This is an optimization exercise on Yosys and OpenROAD, whose aim is small area, not a production implementation. In this exercise RTL edits were held to simulation tests only and were not proved equivalent to the original. Power is estimated from default activity; no workload was simulated.

==> 06-18 <==
==> flow/design.v <==
package iq_pkg;
    localparam int NUM_ENTRIES = 16;
    localparam int ENTRY_IDX_W = $clog2(NUM_ENTRIES);
    localparam int NUM_UNITS = 3;
    localparam int UNIT_W    = 2;
    localparam int NUM_FWD   = 4;
    localparam int NUM_PREGS = 64;
    localparam int PREG_W    = $clog2(NUM_PREGS);
    localparam int XLEN      = 32;
    localparam int ROB_IDX_W = 6;
    localparam logic [6:0] OPC_OP_IMM = 7'b0010011;
    localparam logic [6:0] OPC_LOAD   = 7'b0000011;
    typedef logic [PREG_W-1:0] preg_t;
    typedef logic [XLEN-1:0]   word_t;
    typedef struct packed {
        logic [2:0]           funct3;
        logic [6:0]           funct7;
        logic [6:0]           opcode;
        preg_t                rd;
        preg_t                rs1;
        word_t                rs1_val;
        preg_t                rs2;
        word_t                rs2_val;
        word_t                imm;
        logic [ROB_IDX_W-1:0] rob_index;
        logic [UNIT_W-1:0]    unit;
    } iq_entry_t;
    localparam int F_UNIT      = 0;
    localparam int F_ROB       = F_UNIT + UNIT_W;
    localparam int F_IMM       = F_ROB + ROB_IDX_W;
    localparam int F_RS2_VAL   = F_IMM + XLEN;
    localparam int F_RS2       = F_RS2_VAL + XLEN;
    localparam int F_RS1_VAL   = F_RS2 + PREG_W;
    localparam int F_RS1       = F_RS1_VAL + XLEN;
    localparam int F_RD        = F_RS1 + PREG_W;
    localparam int F_OPCODE    = F_RD + PREG_W;
    localparam int F_FUNCT7    = F_OPCODE + 7;
    localparam int F_FUNCT3    = F_FUNCT7 + 7;
    localparam int ENTRY_W     = F_FUNCT3 + 3;
endpackage
`timescale 1ns/1ps
module reg_scoreboard (
    input  logic                                   clk,
    input  logic                                   reset_n,
    input  logic                                   dispatch_en,
    input  iq_pkg::preg_t                          dispatch_rd,
    input  iq_pkg::preg_t                          rs1,
    input  iq_pkg::preg_t                          rs2,
    input  logic [iq_pkg::NUM_FWD-1:0]             fwd_valid,
    input  logic [iq_pkg::NUM_FWD*iq_pkg::PREG_W-1:0] fwd_tag,
    output logic                                   rs1_ready,
    output logic                                   rs2_ready
);
    logic [iq_pkg::NUM_PREGS-1:0] preg_ready;
    always_ff @(posedge clk or negedge reset_n) begin
        if (!reset_n) begin
            preg_ready <= '1;
        end else begin
            for (int s = 0; s < iq_pkg::NUM_FWD; s++) begin
                if (fwd_valid[s]) begin
                    preg_ready[fwd_tag[s*iq_pkg::PREG_W +: iq_pkg::PREG_W]] <= 1'b1;
                end
            end
            if (dispatch_en) begin
                preg_ready[dispatch_rd] <= 1'b0;
            end
        end
    end
    assign rs1_ready = preg_ready[rs1];
    assign rs2_ready = preg_ready[rs2];
endmodule
`timescale 1ns/1ps
module iq_entry_array (
    input  logic                                           clk,
    input  logic                                           reset_n,
    input  logic                                           dispatch_valid,
    input  logic [iq_pkg::ENTRY_W-1:0]                     dispatch_op,
    input  logic                                           rs1_ready,
    input  logic                                           rs2_ready,
    input  logic [iq_pkg::NUM_ENTRIES-1:0]                 grant,
    input  logic [iq_pkg::NUM_FWD-1:0]                     fwd_valid,
    input  logic [iq_pkg::NUM_FWD*iq_pkg::PREG_W-1:0]      fwd_tag,
    input  logic [iq_pkg::NUM_FWD*iq_pkg::XLEN-1:0]        fwd_val,
    output logic                                           dispatch_en,
    output logic                                           full,
    output logic [iq_pkg::NUM_ENTRIES*iq_pkg::ENTRY_W-1:0] entries,
    output logic [iq_pkg::NUM_ENTRIES-1:0]                 ready
);
    localparam int NE = iq_pkg::NUM_ENTRIES;
    localparam int EW = iq_pkg::ENTRY_W;
    localparam int PW = iq_pkg::PREG_W;
    localparam int XL = iq_pkg::XLEN;
    localparam int NF = iq_pkg::NUM_FWD;
    logic [NE-1:0] use_bits;
    logic [NE-1:0] src1_rdy;
    logic [NE-1:0] src2_rdy;
    logic [NE-1:0] alloc;
    logic [1:0]    rr_unit;
    logic [PW-1:0] d_rs1;
    logic [PW-1:0] d_rs2;
    logic [6:0]    d_opcode;
    logic          no_rs2;
    logic [NF-1:0] d1_hit, d2_hit, d1_sel, d2_sel;
    logic          d1_in, d2_in;
    assign d_rs1    = dispatch_op[iq_pkg::F_RS1 +: PW];
    assign d_rs2    = dispatch_op[iq_pkg::F_RS2 +: PW];
    assign d_opcode = dispatch_op[iq_pkg::F_OPCODE +: 7];
    assign no_rs2   = (d_opcode == iq_pkg::OPC_OP_IMM) || (d_opcode == iq_pkg::OPC_LOAD);
    always_comb begin
        for (int s = 0; s < NF; s++) begin
            d1_hit[s] = fwd_valid[s] && (fwd_tag[s*PW +: PW] == d_rs1);
            d2_hit[s] = fwd_valid[s] && (fwd_tag[s*PW +: PW] == d_rs2);
        end
        d1_sel = d1_hit & ~(d1_hit - NF'(1));
        d2_sel = d2_hit & ~(d2_hit - NF'(1));
        d1_in = !(|d1_hit);
        d2_in = !(|d2_hit);
    end
    assign alloc = ~use_bits & (use_bits + NE'(1));
    assign full        = &use_bits;
    assign dispatch_en = dispatch_valid && !full;
    logic [NE-1:0]    w1_any, w2_any;
    logic [NE*NF-1:0] v1_sel, v2_sel;
    logic [NE-1:0]    v1_in, v2_in, v1_hold, v2_hold;
    always_comb begin
        for (int i = 0; i < NE; i++) begin
            logic [NF-1:0] h1, h2, f1, f2;
            for (int s = 0; s < NF; s++) begin
                h1[s] = fwd_valid[s] && (entries[i*EW + iq_pkg::F_RS1 +: PW] == fwd_tag[s*PW +: PW]);
                h2[s] = fwd_valid[s] && (entries[i*EW + iq_pkg::F_RS2 +: PW] == fwd_tag[s*PW +: PW]);
            end
            f1 = h1 & ~(h1 - NF'(1));
            f2 = h2 & ~(h2 - NF'(1));
            w1_any[i] = !src1_rdy[i] && (|h1);
            w2_any[i] = !src2_rdy[i] && (|h2);
            for (int s = 0; s < NF; s++) begin
                v1_sel[i*NF + s] = use_bits[i] ? (!src1_rdy[i] && f1[s]) : d1_sel[s];
                v2_sel[i*NF + s] = use_bits[i] ? (!src2_rdy[i] && f2[s]) : d2_sel[s];
            end
            v1_in[i]   = !use_bits[i] && d1_in;
            v2_in[i]   = !use_bits[i] && d2_in;
            v1_hold[i] = use_bits[i] && !w1_any[i];
            v2_hold[i] = use_bits[i] && !w2_any[i];
        end
    end
    always_ff @(posedge clk or negedge reset_n) begin
        if (!reset_n) begin
            use_bits <= '0;
            rr_unit  <= '0;
        end else begin
            use_bits <= (use_bits & ~grant) | (alloc & {NE{dispatch_valid}});
            if (dispatch_en) begin
                rr_unit <= (rr_unit == 2'd2) ? 2'd0 : rr_unit + 2'd1;
            end
        end
    end
    always_ff @(posedge clk) begin
        for (int i = 0; i < NE; i++) begin
            if (!use_bits[i]) begin
                src1_rdy[i] <= rs1_ready || !d1_in;
                src2_rdy[i] <= rs2_ready || !d2_in || no_rs2;
            end else begin
                src1_rdy[i] <= src1_rdy[i] || w1_any[i];
                src2_rdy[i] <= src2_rdy[i] || w2_any[i];
            end
        end
    end
    always_ff @(posedge clk) begin
        for (int i = 0; i < NE; i++) begin
            logic [XL-1:0] n1, n2;
            n1 = ({XL{v1_in[i]}}   & dispatch_op[iq_pkg::F_RS1_VAL +: XL]) |
                 ({XL{v1_hold[i]}} & entries[i*EW + iq_pkg::F_RS1_VAL +: XL]);
            n2 = ({XL{v2_in[i]}}   & dispatch_op[iq_pkg::F_RS2_VAL +: XL]) |
                 ({XL{v2_hold[i]}} & entries[i*EW + iq_pkg::F_RS2_VAL +: XL]);
            for (int s = 0; s < NF; s++) begin
                n1 = n1 | ({XL{v1_sel[i*NF + s]}} & fwd_val[s*XL +: XL]);
                n2 = n2 | ({XL{v2_sel[i*NF + s]}} & fwd_val[s*XL +: XL]);
            end
            entries[i*EW + iq_pkg::F_RS1_VAL +: XL] <= n1;
            entries[i*EW + iq_pkg::F_RS2_VAL +: XL] <= n2;
            if (!use_bits[i]) begin
                entries[i*EW + iq_pkg::F_UNIT +: 2]                         <= rr_unit;
                entries[i*EW + iq_pkg::F_ROB +: iq_pkg::F_RS2_VAL - iq_pkg::F_ROB] <=
                    dispatch_op[iq_pkg::F_ROB +: iq_pkg::F_RS2_VAL - iq_pkg::F_ROB];
                entries[i*EW + iq_pkg::F_RS2 +: PW]                         <= dispatch_op[iq_pkg::F_RS2 +: PW];
                entries[i*EW + iq_pkg::F_RS1 +: EW - iq_pkg::F_RS1]         <=
                    dispatch_op[iq_pkg::F_RS1 +: EW - iq_pkg::F_RS1];
            end
        end
    end
    assign ready = use_bits & src1_rdy & src2_rdy;
endmodule
`timescale 1ns/1ps
module issue_select (
    input  logic                                           clk,
    input  logic                                           reset_n,
    input  logic [iq_pkg::NUM_ENTRIES*iq_pkg::ENTRY_W-1:0] entries,
    input  logic [iq_pkg::NUM_ENTRIES-1:0]                 ready,
    output logic [iq_pkg::NUM_ENTRIES-1:0]                 grant,
    output logic [iq_pkg::NUM_UNITS-1:0]                   issue_valid,
    output logic [iq_pkg::NUM_UNITS*iq_pkg::ENTRY_W-1:0]   issue_op
);
    localparam int NE = iq_pkg::NUM_ENTRIES;
    localparam int NU = iq_pkg::NUM_UNITS;
    localparam int EW = iq_pkg::ENTRY_W;
    localparam int IW = iq_pkg::ENTRY_IDX_W;
    logic [NU*NE-1:0] unit_grant;
    logic [NU*IW-1:0] pick_idx;
    logic [NU-1:0]    pick_valid;
    logic [NU*IW-1:0] idx_q;
    logic [NU-1:0]    val_q;
    always_comb begin
        for (int u = 0; u < NU; u++) begin
            logic [NE-1:0] cand;
            for (int i = 0; i < NE; i++) begin
                cand[i] = ready[i] && entries[i*EW + iq_pkg::F_UNIT +: 2] == 2'(u);
            end
            unit_grant[u*NE +: NE] = cand & ~(cand - NE'(1));
            pick_valid[u]          = |cand;
            pick_idx[u*IW +: IW]   = '0;
            for (int i = 0; i < NE; i++) begin
                if (unit_grant[u*NE + i]) pick_idx[u*IW +: IW] = pick_idx[u*IW +: IW] | IW'(i);
            end
        end
    end
    always_comb begin
        grant = '0;
        for (int u = 0; u < NU; u++) begin
            grant = grant | unit_grant[u*NE +: NE];
        end
    end
    always_ff @(posedge clk or negedge reset_n) begin
        if (!reset_n) begin
            val_q <= '0;
        end else begin
            val_q <= pick_valid;
        end
    end
    always_ff @(posedge clk) begin
        idx_q <= pick_idx;
    end
    assign issue_valid = val_q;
    always_comb begin
        for (int u = 0; u < NU; u++) begin
            logic [EW-1:0] op;
            op = '0;
            for (int i = 0; i < NE; i++) begin
                op = op | ({EW{val_q[u] && idx_q[u*IW +: IW] == IW'(i)}} & entries[i*EW +: EW]);
            end
            op[iq_pkg::F_UNIT +: 2] = val_q[u] ? 2'(u) : 2'd0;
            issue_op[u*EW +: EW] = op;
        end
    end
endmodule
`timescale 1ns/1ps
module issue_queue_top (
    input  logic                                      clk,
    input  logic                                      reset_n,
    input  logic                                      dispatch_valid,
    input  logic [2:0]                                funct3,
    input  logic [6:0]                                funct7,
    input  logic [6:0]                                opcode,
    input  logic [5:0]                                rd,
    input  logic [5:0]                                rs1,
    input  logic [31:0]                               rs1_val,
    input  logic [5:0]                                rs2,
    input  logic [31:0]                               rs2_val,
    input  logic [31:0]                               imm,
    input  logic [5:0]                                rob_index,
    input  logic [3:0]                                fwd_valid,
    input  logic [23:0]                               fwd_tag,
    input  logic [127:0]                              fwd_val,
    output logic                                      full,
    output logic [2:0]                                issue_valid,
    output logic [416:0]                              issue_op
);
    logic [iq_pkg::ENTRY_W-1:0]        dispatch_op;
    logic                              dispatch_en;
    logic                              rs1_ready;
    logic                              rs2_ready;
    logic [iq_pkg::NUM_ENTRIES-1:0]    grant;
    logic [iq_pkg::NUM_ENTRIES-1:0]    ready;
    logic [iq_pkg::NUM_ENTRIES*iq_pkg::ENTRY_W-1:0] entries;
    assign dispatch_op = {funct3, funct7, opcode, rd, rs1, rs1_val, rs2, rs2_val,
                          imm, rob_index, 2'b00};
    reg_scoreboard u_scoreboard (
        .clk         (clk),
        .reset_n     (reset_n),
        .dispatch_en (dispatch_en),
        .dispatch_rd (rd),
        .rs1         (rs1),
        .rs2         (rs2),
        .fwd_valid   (fwd_valid),
        .fwd_tag     (fwd_tag),
        .rs1_ready   (rs1_ready),
        .rs2_ready   (rs2_ready)
    );
    iq_entry_array u_entries (
        .clk            (clk),
        .reset_n        (reset_n),
        .dispatch_valid (dispatch_valid),
        .dispatch_op    (dispatch_op),
        .rs1_ready      (rs1_ready),
        .rs2_ready      (rs2_ready),
        .grant          (grant),
        .fwd_valid      (fwd_valid),
        .fwd_tag        (fwd_tag),
        .fwd_val        (fwd_val),
        .dispatch_en    (dispatch_en),
        .full           (full),
        .entries        (entries),
        .ready          (ready)
    );
    issue_select u_select (
        .clk         (clk),
        .reset_n     (reset_n),
        .entries     (entries),
        .ready       (ready),
        .grant       (grant),
        .issue_valid (issue_valid),
        .issue_op    (issue_op)
    );
endmodule
==> flow/run.sh <==
#!/bin/bash
# synth_recipe.tcl (not shown) runs the flow's synth.tcl, then flattens the netlist and writes it again
# the make line also repeats each setting of config.mk as NAME=value (left out here)
make -C /OpenROAD-flow-scripts/flow DESIGN_CONFIG=/design/flow/config.mk WORK_HOME=/design/flow/orfs CLKGATE_MAP_FILE= SYNTH_SCRIPT=/design/flow/synth_recipe.tcl finish
==> flow/config.mk <==
export PLATFORM = sky130hd
export DESIGN_NAME = issue_queue_top
export DESIGN_NICKNAME = issue_queue_top
export VERILOG_FILES = /design/flow/design.v
export SDC_FILE = /design/flow/constraint.sdc
export NUM_CORES = 4
export LEC_CHECK = 0
export CAP_MARGIN = 20
export CELL_PAD_IN_SITES_DETAIL_PLACEMENT = 1
export CELL_PAD_IN_SITES_GLOBAL_PLACEMENT = 2
export CORE_MARGIN = 2
export CORE_UTILIZATION = 25
export GPL_ROUTABILITY_DRIVEN = 1
export PLACE_DENSITY = 0.35
export SLEW_MARGIN = 20
==> flow/constraint.sdc <==
create_clock -name core_clock -period 6.0 [get_ports {clk}]
set_input_delay 1.2000 -clock core_clock [delete_from_list [all_inputs] [get_ports {clk}]]
set_output_delay 1.2000 -clock core_clock [all_outputs]
set_load 0.01 [all_outputs]
==> 10-24 (differences from 06-18) <==
--- a/flow/design.v
+++ b/flow/design.v
@@ -45,5 +45,5 @@
     input  logic                                   dispatch_en,
-    input  iq_pkg::preg_t                          dispatch_rd,
-    input  iq_pkg::preg_t                          rs1,
-    input  iq_pkg::preg_t                          rs2,
+    input  logic [iq_pkg::PREG_W-1:0]              dispatch_rd,
+    input  logic [iq_pkg::PREG_W-1:0]              rs1,
+    input  logic [iq_pkg::PREG_W-1:0]              rs2,
     input  logic [iq_pkg::NUM_FWD-1:0]             fwd_valid,
@@ -53,19 +53,38 @@
 );
-    logic [iq_pkg::NUM_PREGS-1:0] preg_ready;
+    localparam int NP = iq_pkg::NUM_PREGS;
+    localparam int NF = iq_pkg::NUM_FWD;
+    localparam int PW = iq_pkg::PREG_W;
+    logic [NP-1:0] busy;
+    logic [NP-1:0] set_rdy;
+    logic [NP-1:0] clr_rdy;
+    logic [NF*8-1:0] f_hi, f_lo;
+    logic [7:0]      d_hi, d_lo;
+    always_comb begin
+        for (int s = 0; s < NF; s++) begin
+            for (int k = 0; k < 8; k++) begin
+                f_hi[s*8 + k] = fwd_valid[s] && fwd_tag[s*PW + 3 +: 3] == 3'(k);
+                f_lo[s*8 + k] = fwd_tag[s*PW +: 3] == 3'(k);
+            end
+        end
+        for (int k = 0; k < 8; k++) begin
+            d_hi[k] = dispatch_en && dispatch_rd[5:3] == 3'(k);
+            d_lo[k] = dispatch_rd[2:0] == 3'(k);
+        end
+        for (int r = 0; r < NP; r++) begin
+            set_rdy[r] = 1'b0;
+            for (int s = 0; s < NF; s++) begin
+                set_rdy[r] = set_rdy[r] | (f_hi[s*8 + r/8] & f_lo[s*8 + r%8]);
+            end
+            clr_rdy[r] = d_hi[r/8] & d_lo[r%8];
+        end
+    end
     always_ff @(posedge clk or negedge reset_n) begin
         if (!reset_n) begin
-            preg_ready <= '1;
+            busy <= '0;
         end else begin
-            for (int s = 0; s < iq_pkg::NUM_FWD; s++) begin
-                if (fwd_valid[s]) begin
-                    preg_ready[fwd_tag[s*iq_pkg::PREG_W +: iq_pkg::PREG_W]] <= 1'b1;
-                end
-            end
-            if (dispatch_en) begin
-                preg_ready[dispatch_rd] <= 1'b0;
-            end
+            busy <= (busy & ~set_rdy) | clr_rdy;
         end
     end
-    assign rs1_ready = preg_ready[rs1];
-    assign rs2_ready = preg_ready[rs2];
+    assign rs1_ready = !busy[rs1];
+    assign rs2_ready = !busy[rs2];
 endmodule
@@ -209,3 +228,3 @@
     logic [NU-1:0]    pick_valid;
-    logic [NU*IW-1:0] idx_q;
+    logic [NU*NE-1:0] sel_q;
     logic [NU-1:0]    val_q;
@@ -234,9 +253,8 @@
             val_q <= '0;
+            sel_q <= '0;
         end else begin
             val_q <= pick_valid;
+            sel_q <= unit_grant;
         end
     end
-    always_ff @(posedge clk) begin
-        idx_q <= pick_idx;
-    end
     assign issue_valid = val_q;
@@ -247,3 +265,3 @@
             for (int i = 0; i < NE; i++) begin
-                op = op | ({EW{val_q[u] && idx_q[u*IW +: IW] == IW'(i)}} & entries[i*EW +: EW]);
+                op = op | ({EW{sel_q[u*NE + i]}} & entries[i*EW +: EW]);
             end
==> flow/flow/run.sh (new file) <==
#!/bin/bash
# The standard ORFS layout (the standard.sh, unchanged synthesis), with these
# changes: ports are buffered with buf_2 instead of the delay-cell buffer that
# buffer_ports picks by default; clock tree synthesis uses larger sink clusters
# and no dummy loads; global routing holds back more of met1/met2 (fastroute.tcl
# beside this script). make's output goes to flow_make.log; every ORFS step
# writes its own log under orfs/logs/.
set -euo pipefail
HERE="$(cd "$(dirname "$0")" && pwd)"
cd "$HERE/.."
bash standard.sh \
  "FASTROUTE_TCL=$HERE/fastroute.tcl" \
  "BUFFER_PORTS_ARGS=-buffer_cell sky130_fd_sc_hd__buf_2" \
  "CTS_ARGS=-sink_clustering_enable -repair_clock_nets -sink_clustering_size 25 -sink_clustering_max_diameter 90 -dont_use_dummy_load" \
  finish > flow_make.log 2>&1
==> flow/flow/fastroute.tcl (new file) <==
# Global routing layers as the platform's fastroute.tcl sets them, but with more
# of met1 and met2 held back, so global routing moves wires up to met3/met4 and
# leaves the lower layers room for pin access in detailed routing.
set_global_routing_layer_adjustment $::env(MIN_ROUTING_LAYER)-$::env(MAX_ROUTING_LAYER) 0.2
set_global_routing_layer_adjustment met1 0.45
set_global_routing_layer_adjustment met2 0.3

set_routing_layers -clock $::env(MIN_CLK_ROUTING_LAYER)-$::env(MAX_ROUTING_LAYER)
set_routing_layers -signal $::env(MIN_ROUTING_LAYER)-$::env(MAX_ROUTING_LAYER)
==> flow/standard.sh (new file) <==
#!/bin/bash
# synth_recipe.tcl (not shown) runs the flow's synth.tcl, then flattens the netlist and writes it again
# the make line also repeats each setting of config.mk as NAME=value (left out here)
make -C /OpenROAD-flow-scripts/flow DESIGN_CONFIG=/design/flow/config.mk WORK_HOME=/design/flow/orfs CLKGATE_MAP_FILE= SYNTH_SCRIPT=/design/flow/synth_recipe.tcl "${@:-finish}"
CELL_PAD_IN_SITES_DETAIL_PLACEMENT = 2   (was 1)
CELL_PAD_IN_SITES_GLOBAL_PLACEMENT = 3   (was 2)
CORE_UTILIZATION = 30   (was 25)
PLACE_DENSITY = 0.36   (was 0.35)
removed: flow/run.sh
==> notes <==
10-24 went through all stages and came out clean. 06-18 ran to the end with violations: setup timing.
Of 06-18 and 10-24, 06-18 has the higher via count (gap about 6%, measured against 10-24).
First-iteration DRC count: 06-18 is higher than 10-24 (76%).
In 10-24 the register-to-register slack is worse than in 06-18, by 0.24 ns.
Non-clock buffer count: 10-24 is lower than 06-18 (415).
Against 06-18, the clock skew of 10-24 is higher by 0.045 ns.
==> figures <==
Result of the run: 10-24 complete, no violations; 06-18 complete, but fails checks
Violated checks: 10-24 -; 06-18 setup timing
Routability congestion estimate from global placement: 10-24 1.006; 06-18 0.9952
GR Layer Usage met1: 10-24 72.69%; 06-18 56.55%
Total number of tap cells: 10-24 6450; 06-18 7837
ANT cells: 10-24 340; 06-18 201
Detailed placement HPWL: 10-24 768300 um; 06-18 919800 um
Minimum setup slack after placement: 10-24 0.8032 ns; 06-18 0.6758 ns
Worst-margin pin slew: 10-24 1.456 ns; 06-18 1.358 ns
Chip Height: 10-24 702.7 um; 06-18 774.6 um
Net switching share of the total power: 10-24 52.78%; 06-18 48.81%
Final sequential cell count: 10-24 2389; 06-18 2353
Non-Clock Buffer Area Fraction: 10-24 6.930%; 06-18 10.72%

afterwards: timing with drivers on the ports:
The flow's constraints put no driver on any port. The routed layouts listed below were extracted and timed again, unchanged, in two steps. Step 1, drivers: a clkbuf_16 drives clk and a buf_2 each remaining input, both assumed. Step 2 times the ports against the registers' clock, not the clock port: input delays grow and output delays shrink by t, the midpoint of the rising clock arrivals with the driver on. a / b / c = no drivers / after step 1 / after step 2; a / b = the first two.
run	t (ns)	slack for setup (ns)	clock arrival spread, ns
06-18	1.197	-0.206 / -0.344 / 0.360	0.142 / 0.142
10-24	1.101	0.332 / 0.199 / 0.528	0.188 / 0.188
